This is an optimization exercise on Yosys and OpenROAD, whose aim is small area, a short achievable clock period and few clock cycles, not a production implementation.
Only simulation tests tie the RTL to the original design; equivalence was not proved.
No driver is modelled on the clock port, so clocking that relies on it looks cheaper here than on a real chip.
Power and IR drop assume default switching activity.

## build 49
Design source_tokenizer_unit, start of the top module:
module source_tokenizer_unit (
    input  logic        i_clk,
    input  logic        i_rst_n,
    input  logic        i_in_valid,
    input  logic [7:0]  i_src_byte,
    input  logic        i_end_of_input,
    output logic        o_in_stall,
    output logic        o_out_valid,
    output logic        o_result_kind,
    output logic [6:0]  o_token_kind,
    output logic [63:0] o_token_value,
    output logic [19:0] o_start_line,
    output logic [15:0] o_start_column,
    output logic        o_unterminated,
    output logic        o_last_of_run,
    input  logic        i_out_stall
);
export LEC_CHECK = 0
export CAP_MARGIN = 20
export CORE_MARGIN = 2
export CORE_UTILIZATION = 60
export CTS_CLUSTER_DIAMETER = 90
export CTS_CLUSTER_SIZE = 28
export PLACE_DENSITY = 0.75
export SLEW_MARGIN = 20
create_clock -name core_clock -period 12.0 [get_ports {i_clk}]
standard.sh (not shown) runs the stock make flow with config.mk's settings and CLKGATE_MAP_FILE= SYNTH_SCRIPT=/design/flow/synth_recipe.tcl, a recipe that flattens the netlist after the stock synthesis.
==> flow/flow/run.sh <==
#!/bin/bash
# Layout: the standard flow, with an extra setup repair after placement
# and after clock tree synthesis that resizes and buffers the netlist for more
# setup slack than the standard flow asks for. The clock, the constraints and
# the registers are unchanged.
set -euo pipefail
HERE=$(pwd)
RES=$HERE/orfs/results/$FLOW_PLATFORM/source_tokenizer_unit/base
bash standard.sh synth floorplan place > "$HERE/log_std_place.txt" 2>&1
STAGE=3_place RES="$RES" openroad -no_splash -exit "$HERE/flow/opt.tcl" > "$HERE/log_opt_place.txt" 2>&1
bash standard.sh cts > "$HERE/log_std_cts.txt" 2>&1
STAGE=4_cts RES="$RES" openroad -no_splash -exit "$HERE/flow/opt.tcl" > "$HERE/log_opt_cts.txt" 2>&1
bash standard.sh > "$HERE/log_std_finish.txt" 2>&1
==> flow/flow/opt.tcl <==
# Extra setup repair on a placed (or clock-tree) stage's design, then legalise
# and write it back over the stage's result. The repair aims a little above the
# worst slack each round, so it works only on the paths that set the period.
set res $::env(RES)
set stage $::env(STAGE)
set plat $::env(FLOW_HOME)/platforms/$::env(FLOW_PLATFORM)
read_liberty $plat/lib/sky130_fd_sc_hd__tt_025C_1v80.lib
read_db $res/$stage.odb
read_sdc $res/$stage.sdc
source $plat/setRC.tcl
set_dont_use {sky130_fd_sc_hd__probe_p_8 sky130_fd_sc_hd__probec_p_8 sky130_fd_sc_hd__lpflow_*}
if { $stage == "4_cts" } {
  set_propagated_clock [all_clocks]
}
if { $stage == "3_place" } {
  # the port buffers that buffer_ports chose are larger than the ports need;
  # start them at the smallest buffer and let the repair below size them up
  set n 0
  foreach inst [[ord::get_db_block] getInsts] {
    set name [$inst getName]
    if { [regexp {^(input|output)[0-9]+$} $name]
         && [[$inst getMaster] getName] == "sky130_fd_sc_hd__clkdlybuf4s50_1" } {
      replace_cell $name sky130_fd_sc_hd__buf_1
      incr n
    }
  }
  puts "port buffers resized: $n"
}
estimate_parasitics -placement
report_worst_slack -max
report_worst_slack -min
report_design_area
set step 0.25
if { [info exists ::env(OPT_STEP)] } { set step $::env(OPT_STEP) }
set rounds 10
if { [info exists ::env(OPT_ROUNDS)] } { set rounds $::env(OPT_ROUNDS) }
repair_design
set ws [sta::time_sta_ui [sta::worst_slack_cmd max]]
for { set i 0 } { $i < $rounds } { incr i } {
  set target [expr { $ws + $step }]
  puts "round $i: worst slack $ws, aiming at $target"
  repair_timing -setup -setup_margin $target -skip_gate_cloning
  set nws [sta::time_sta_ui [sta::worst_slack_cmd max]]
  if { $nws < $ws + 0.03 } {
    break
  }
  set ws $nws
}
if { $stage == "4_cts" } {
  repair_timing -hold -hold_margin 0.1
}
detailed_placement
check_placement -verbose
estimate_parasitics -placement
report_worst_slack -max
report_worst_slack -min
report_design_area
report_checks -path_delay max -format full_clock_expanded -digits 3
write_db $res/$stage.odb
Build 49: done, clean on timing, DRC and antenna
Testbench counts of build 49, summed over its fixed seeds: cycles 24,942.
Relative to build 49, the following input files were edited for build 36:
- PLACE_DENSITY removed (was 0.75)
- CTS_CLUSTER_DIAMETER removed (was 90)
- CTS_CLUSTER_SIZE removed (was 28)
- CORE_UTILIZATION changed from 60 to 40
-- flow/flow/opt.tcl --
<<< build 49, line 13
  set_propagated_clock [all_clocks]
}
if { $stage == "3_place" } {
  # the port buffers that buffer_ports chose are larger than the ports need;
  # start them at the smallest buffer and let the repair below size them up
  set n 0
  foreach inst [[ord::get_db_block] getInsts] {
    set name [$inst getName]
    if { [regexp {^(input|output)[0-9]+$} $name]
         && [[$inst getMaster] getName] == "sky130_fd_sc_hd__clkdlybuf4s50_1" } {
      replace_cell $name sky130_fd_sc_hd__buf_1
      incr n
    }
  }
  puts "port buffers resized: $n"
}
>>> build 36, line 13
  set_propagated_clock [all_clocks]
}
==> comparison <==
- From build 36 to build 49, sequential fraction of the synthesis area did not move at all.
- NOTE: iteration count of the initial detailed-routing pass in build 36 falls short of that of build 49
- Re fraction of standard cell area in multi-input logic: build 49 and build 36 aren't equal, and the lower value belongs to build 36.
- Between build 49 and build 36, the arrival time at the worst endpoint is lower for build 49.
- The lower growth of design area from synthesis to finish of build 49 and build 36 is in build 49.
- Build 36 ended up with a lower routed wire length on met3 than build 49 did.
- | worst setup slack | build 36 vs build 49 | worse |
- When build 36 is set beside build 49, its fmax turns out to be about 4% smaller.
- In the reports for build 49 and build 36, the smaller post-layout minimum cycle time belongs to build 49.
- Build 36: flow completed, timing, DRC and antenna clean
- Between build 36 and build 49, the setup clock skew after layout figures differ only marginally.
- Est. power | build 36 vs build 49 | build 36 higher
The inputs of build 79 differ from those of build 36 as listed below.
- setting CTS_CLUSTER_SIZE to 24 for the first time
- changing CORE_UTILIZATION from 40 to 60
- setting PLACE_DENSITY to 0.75 for the first time
- setting CTS_CLUSTER_DIAMETER to 80 for the first time
==> flow/flow/run.sh <==
#!/bin/bash
# Layout: the standard flow, with an extra setup repair after placement
# and after clock tree synthesis that resizes and buffers the netlist for more
# setup slack than the standard flow asks for. The clock, the constraints and
# the registers are unchanged. The global route stage's own repair then aims
# at the slack reached after clock tree synthesis.
set -euo pipefail
HERE=$(pwd)
RES=$HERE/orfs/results/$FLOW_PLATFORM/source_tokenizer_unit/base
bash standard.sh synth floorplan place > "$HERE/log_std_place.txt" 2>&1
STAGE=3_place RES="$RES" WS_FILE="$HERE/ws_3_place.txt" openroad -no_splash -exit "$HERE/flow/opt.tcl" > "$HERE/log_opt_place.txt" 2>&1
bash standard.sh cts > "$HERE/log_std_cts.txt" 2>&1
STAGE=4_cts RES="$RES" WS_FILE="$HERE/ws_4_cts.txt" openroad -no_splash -exit "$HERE/flow/opt.tcl" > "$HERE/log_opt_cts.txt" 2>&1
# the global route stage's own repair aims at the slack reached after clock
# tree synthesis, with the global route's parasitics
GRT_MARGIN=$(awk '{ printf "%.3f", $1 - 0.1 }' "$HERE/ws_4_cts.txt")
echo "global route repair margin: $GRT_MARGIN" > "$HERE/log_grt_margin.txt"
SETUP_SLACK_MARGIN=$GRT_MARGIN SKIP_GATE_CLONING=1 bash standard.sh > "$HERE/log_std_finish.txt" 2>&1
-- flow/flow/opt.tcl --
<<< build 36, line 13
  set_propagated_clock [all_clocks]
}
>>> build 79, line 13
  set_propagated_clock [all_clocks]
}
if { $stage == "3_place" } {
  # the port buffers that buffer_ports chose are larger than the ports need;
  # start them at the smallest buffer and let the repair below size them up
  set n 0
  foreach inst [[ord::get_db_block] getInsts] {
    set name [$inst getName]
    if { [regexp {^(input|output)[0-9]+$} $name]
         && [[$inst getMaster] getName] == "sky130_fd_sc_hd__clkdlybuf4s50_1" } {
      replace_cell $name sky130_fd_sc_hd__buf_1
      incr n
    }
  }
  puts "port buffers resized: $n"
}
<<< build 36, line 44
report_checks -path_delay max -format full_clock_expanded -digits 3
write_db $res/$stage.odb
>>> build 79, line 58
report_checks -path_delay max -format full_clock_expanded -digits 3
set f [open $::env(WS_FILE) w]
puts $f [sta::time_sta_ui [sta::worst_slack_cmd max]]
close $f
write_db $res/$stage.odb
## What came out
- Re DRC violation total after the first TritonRoute iteration: build 36 and build 79 aren't equal, and the higher value belongs to build 79.
- Compared with build 36, in build 79 clock network power share decreased by 5.8 points relative to the old numbers, width of the chip decreased by 38 um relative to the old numbers, buffers plus inverters on the worst setup path decreased by 1 relative to the old numbers, relative area change from synthesis to final layout decreased by 7.9 points relative to the old numbers, detailed-router iteration count before antenna repair increased by 1 relative to the old numbers.
- Comparing build 36 and build 79, met1 routed wirelength after detailed routing is higher on build 36.
- Compared with build 36, in build 79 setup slack went up, via count went up, minimum clock period after layout went down.
Input-level comparison between build 85 and build 79:
- a deleted CTS_CLUSTER_DIAMETER that had been 80
- a deleted CTS_CLUSTER_SIZE that had been 24
==> flow/flow/run.sh <==
#!/bin/bash
# Layout: the standard flow, with an extra setup repair after placement
# and after clock tree synthesis that resizes and buffers the netlist for more
# setup slack than the standard flow asks for. The clock, the constraints and
# the registers are unchanged.
set -euo pipefail
HERE=$(pwd)
RES=$HERE/orfs/results/$FLOW_PLATFORM/source_tokenizer_unit/base
bash standard.sh synth floorplan place > "$HERE/log_std_place.txt" 2>&1
STAGE=3_place RES="$RES" openroad -no_splash -exit "$HERE/flow/opt.tcl" > "$HERE/log_opt_place.txt" 2>&1
bash standard.sh cts > "$HERE/log_std_cts.txt" 2>&1
STAGE=4_cts RES="$RES" openroad -no_splash -exit "$HERE/flow/opt.tcl" > "$HERE/log_opt_cts.txt" 2>&1
bash standard.sh > "$HERE/log_std_finish.txt" 2>&1
-- flow/flow/opt.tcl --
<<< build 79, line 58
report_checks -path_delay max -format full_clock_expanded -digits 3
set f [open $::env(WS_FILE) w]
puts $f [sta::time_sta_ui [sta::worst_slack_cmd max]]
close $f
write_db $res/$stage.odb
>>> build 85, line 58
report_checks -path_delay max -format full_clock_expanded -digits 3
write_db $res/$stage.odb
Notes after the runs:
| growth of design area from synthesis to finish | higher: build 85 |
Number of well taps of build 85 is on par with build 79.
The overall routed net length was comparable across build 79 and build 85.
Modified inputs, build 17 compared to build 85
-- flow/flow/opt.tcl --
<<< build 85, line 13
  set_propagated_clock [all_clocks]
}
if { $stage == "3_place" } {
  # the port buffers that buffer_ports chose are larger than the ports need;
  # start them at the smallest buffer and let the repair below size them up
  set n 0
  foreach inst [[ord::get_db_block] getInsts] {
    set name [$inst getName]
    if { [regexp {^(input|output)[0-9]+$} $name]
         && [[$inst getMaster] getName] == "sky130_fd_sc_hd__clkdlybuf4s50_1" } {
      replace_cell $name sky130_fd_sc_hd__buf_1
      incr n
    }
  }
  puts "port buffers resized: $n"
}
>>> build 17, line 13
  set_propagated_clock [all_clocks]
}
Notes after the runs:
Relative to build 85, utilization increased by 4.0 points in build 17.
Per the comparison of build 17 with build 85, via count went up 2.6%, average vias per placed instance increased about 1.6%.
Taking build 85 as the reference, in build 17 critical path depth went down by 5, non-clock buffer share of cell area went up by 4.1 points, tightest slew margin relative to the limit went up by 0.90 points.
Taking build 17 over build 85, the maximum VDD drop ratio works out to 1.05.
Build 17: all stages complete, timing, DRC and antenna checks passed
From build 85 to build 17 the numbers moved as follows: sum of buffers and inverters on the critical path shows an increase of 4, routed wire length shows an increase of 4.4%, worst slack on hold paths held steady.
As of build 17, post-layout total power had risen by a few percent compared to build 85.
diff inputs: build 17 => build 39
- CTS_CLUSTER_SIZE newly set to 24
- CTS_CLUSTER_DIAMETER newly set to 80
-- flow/flow/opt.tcl --
<<< build 17, line 13
  set_propagated_clock [all_clocks]
}
>>> build 39, line 13
  set_propagated_clock [all_clocks]
}
if { $stage == "3_place" } {
  # the port buffers that buffer_ports chose are larger than the ports need;
  # start them at the smallest buffer and let the repair below size them up
  set n 0
  foreach inst [[ord::get_db_block] getInsts] {
    set name [$inst getName]
    if { [regexp {^(input|output)[0-9]+$} $name]
         && [[$inst getMaster] getName] == "sky130_fd_sc_hd__clkdlybuf4s50_1" } {
      replace_cell $name sky130_fd_sc_hd__buf_1
      incr n
    }
  }
  puts "port buffers resized: $n"
}
Results
Between build 39 and build 17, the difference in longest individual stage delay on the worst path is negligible. Setup WNS build 17 -> build 39: better. | register-to-register path setup slack | build 39 vs build 17 | 100 ps higher |. [build 39] non-clock buffer share of cell area fell 3.3 points relative to build 17. Build 39 vs. build 17: wire length of the first global-routing pass -3.6%; post-synthesis to final-layout area growth now sits lower; final net count lower; power shows a reduction of 0.42 mW.

==> port drivers added, routing unchanged <==
The flow's constraints put no driver on any port. The routed layouts listed below were extracted and timed again, unchanged, in two steps. Step 1 sets driving cells, clkbuf_16 on the clock port and buf_2 on the other inputs (assumed; they add their load-dependent delay and slew). Step 2, shift: input delay + t, output delay - t, t = (earliest + latest rising clock arrival at the registers) / 2. This alone moves slack from input paths to output paths. a / b / c = no drivers / after step 1 / after step 2; a / b = the first two.
run	t, ns	setup slack, ns	worst setup path after step 2	latest minus earliest clock arrival (ns)	slew at the worst register clock pin (ns)
build 49	0.548	7.948 / 7.890 / 7.848	input to register	0.029 / 0.029	0.11 / 0.11
build 36	0.623	7.768 / 7.710 / 7.822	input to register	0.027 / 0.027	0.06 / 0.06
build 79	0.553	7.956 / 7.901 / 7.877	input to register	0.019 / 0.019	0.10 / 0.10
build 85	0.603	7.902 / 7.855 / 7.855	input to register	0.017 / 0.017	0.06 / 0.06
build 17	0.611	7.786 / 7.729 / 7.880	input to register	0.017 / 0.017	0.07 / 0.07
build 39	0.553	7.956 / 7.901 / 7.877	input to register	0.019 / 0.019	0.10 / 0.10
After both steps every run listed still meets setup and hold. For build 49, which loses most, drivers alone change the setup slack by -0.058 ns; drivers and shift together by -0.100 ns.
